This design comes from an exercise in tuning for small area and a short achievable clock period on the open sky130 flow, not from production work.
Only simulation tests tie the RTL to the original design; equivalence was not proved.
No activity file was given, so power comes from the tool's default toggle rates.

## cpuTop
module cpuTop (
    input  logic            i_clk,
    input  logic            i_arstN,
    input  logic            i_run,
    input  logic            i_progWe,
    input  logic [8-1:0] i_progAddr,
    input  logic [8:0]  i_progData,
    output logic [8-1:0] o_pc,
    output logic            o_regWe,
    output logic [2:0] o_regIdx,
    output logic [8-1:0]   o_regData,
    output logic            o_memWe,
    output logic [8-1:0]   o_memAddr,
    output logic [8-1:0]   o_memData
);
Settings: LEC_CHECK=0, CAP_MARGIN=20, CELL_PAD_IN_SITES_DETAIL_PLACEMENT=1, CELL_PAD_IN_SITES_GLOBAL_PLACEMENT=2, CORE_MARGIN=2, CORE_UTILIZATION=40, CTS_CLUSTER_DIAMETER=100, CTS_CLUSTER_SIZE=25, PLACE_DENSITY=0.5, SETUP_SLACK_MARGIN=0.3, SLEW_MARGIN=20, SYNTH_HIERARCHICAL=1, SYNTH_MINIMUM_KEEP_SIZE=0; clock period 15.0 ns.
standard.sh (not shown) runs the stock make flow with config.mk's settings and CLKGATE_MAP_FILE= SYNTH_SCRIPT=/design/flow/synth_recipe.tcl, a recipe that flattens the netlist after the stock synthesis.
==> flow/flow/run.sh <==
#!/bin/bash
# Own flow: the standard layout (standard synthesis, unchanged), with
#  - timing repair asked to leave setup slack well beyond zero, so the
#    achieved period shrinks below the clock period;
#  - sizing free to change a cell's footprint (the platform limits it to
#    cells of the same size by default);
#  - ports buffered with plain buffers instead of delay cells.
set -euo pipefail
bash standard.sh SETUP_SLACK_MARGIN=8.6 MATCH_CELL_FOOTPRINT=0 \
    "BUFFER_PORTS_ARGS=-buffer_cell sky130_fd_sc_hd__buf_4" \
    finish > standard_make.log 2>&1
The baseline passed the timing, DRC and antenna checks.
Next try:
--- a/flow/design.v
+++ b/flow/design.v
@@ -107,31 +107,33 @@
     logic [7:0] wrData, wrDataOut;
     logic [63:0] ldFlat;
     for (genvar k = 0; k < 8; k++) begin : g_ldf
         assign ldFlat[8*k +: 8] = ldSh[k];
     end
     wbMux u_wb (.i_sel(ctl[C_WB +: 20]), .i_sum(sum), .i_diff(diff), .i_a(r0), .i_b(xReg),
                 .i_ld0(dmem[0]), .i_ld(ldFlat), .i_mov(yReg), .i_pc(pcInc), .i_imm(lo),
                 .o_y(wrData));
     wbMux u_wbOut (.i_sel(ctl[C_WB +: 20]), .i_sum(sum), .i_diff(diff), .i_a(r0), .i_b(xReg),
                    .i_ld0(dmem[0]), .i_ld(ldFlat), .i_mov(yReg), .i_pc(pcInc), .i_imm(lo),
                    .o_y(wrDataOut));
-    logic regWe, memWe;
+    logic regWe, memWe, regWeOut, memWeOut;
     and2 u_regWe (.a(i_run), .b(ctl[C_REGWE]), .y(regWe));
     and2 u_memWe (.a(i_run), .b(ctl[C_MEMWE]), .y(memWe));
+    and2 u_regWeOut (.a(i_run), .b(ctl[C_REGWE]), .y(regWeOut));
+    and2 u_memWeOut (.a(i_run), .b(ctl[C_MEMWE]), .y(memWeOut));
     logic [7:0] memData;
     assign memData = ctl[C_STI] ? {5'b0, lo} : yReg;
-    assign o_regWe   = regWe;
+    assign o_regWe   = regWeOut;
     assign o_regIdx  = dst;
     assign o_regData = wrDataOut;
-    assign o_memWe   = memWe;
+    assign o_memWe   = memWeOut;
     assign o_memAddr = xReg;
     assign o_memData = memData;
     logic [255:0] pSel;
     logic [8:0]   pRd;
     rdDec2 u_prdec (.i_addrA(xReg), .i_addrB(pcInc), .i_selA(jumpTaken), .o_sel(pSel));
     for (genvar b = 0; b < 9; b++) begin : g_prd
         logic [255:0] col;
         for (genvar i = 0; i < 256; i++) begin : g_c
             assign col[i] = pmem[i][b];
         end
         andOr256 u_rd (.i_d(col), .i_s(pSel), .o_y(pRd[b]));
After rerunning: The new run completed with no timing, DRC or antenna violations. First-iteration DRC count drops by 2.6%. Clock skew went up by 19 ps. Utilization stays flat. Worst hold slack loses 15 ps. Worst setup slack gains 110 ps. Final area hardly moves. Register-to-register slack gets better by 110 ps. Combinational power barely changes. Die area stays flat. Routed wire length drops by 1.0%.

static timing again, ports no longer ideal:
How much do the figures lean on ideal ports? The routed layouts below were timed once more, with nothing changed but the port constraints. Step 1 (the two cells are an assumption about what drives the block):
set clk [get_ports {i_clk}]
set_driving_cell -lib_cell sky130_fd_sc_hd__clkbuf_16 $clk
set_driving_cell -lib_cell sky130_fd_sc_hd__buf_2 [delete_from_list [all_inputs] $clk]
Step 2 moves the port delays by t, midway between the first and last clock arrival at a register: inputs arrive t later, outputs are due t later. That takes back most of the time a late clock gives input paths. a / b / c = no drivers / after step 1 / after step 2; a / b = the first two.
run | t (ns) | slack for setup (ns) | pins driven straight from the clock port
the first run | 1.107 | 8.343 / 8.278 / 8.309 | 1
the second run | 1.103 | 8.452 / 8.418 / 8.452 | 1
After both steps setup and hold are still met in every run listed. The setup slack of the first run, which loses most, moves by -0.065 ns with the drivers and by -0.034 ns with both steps.
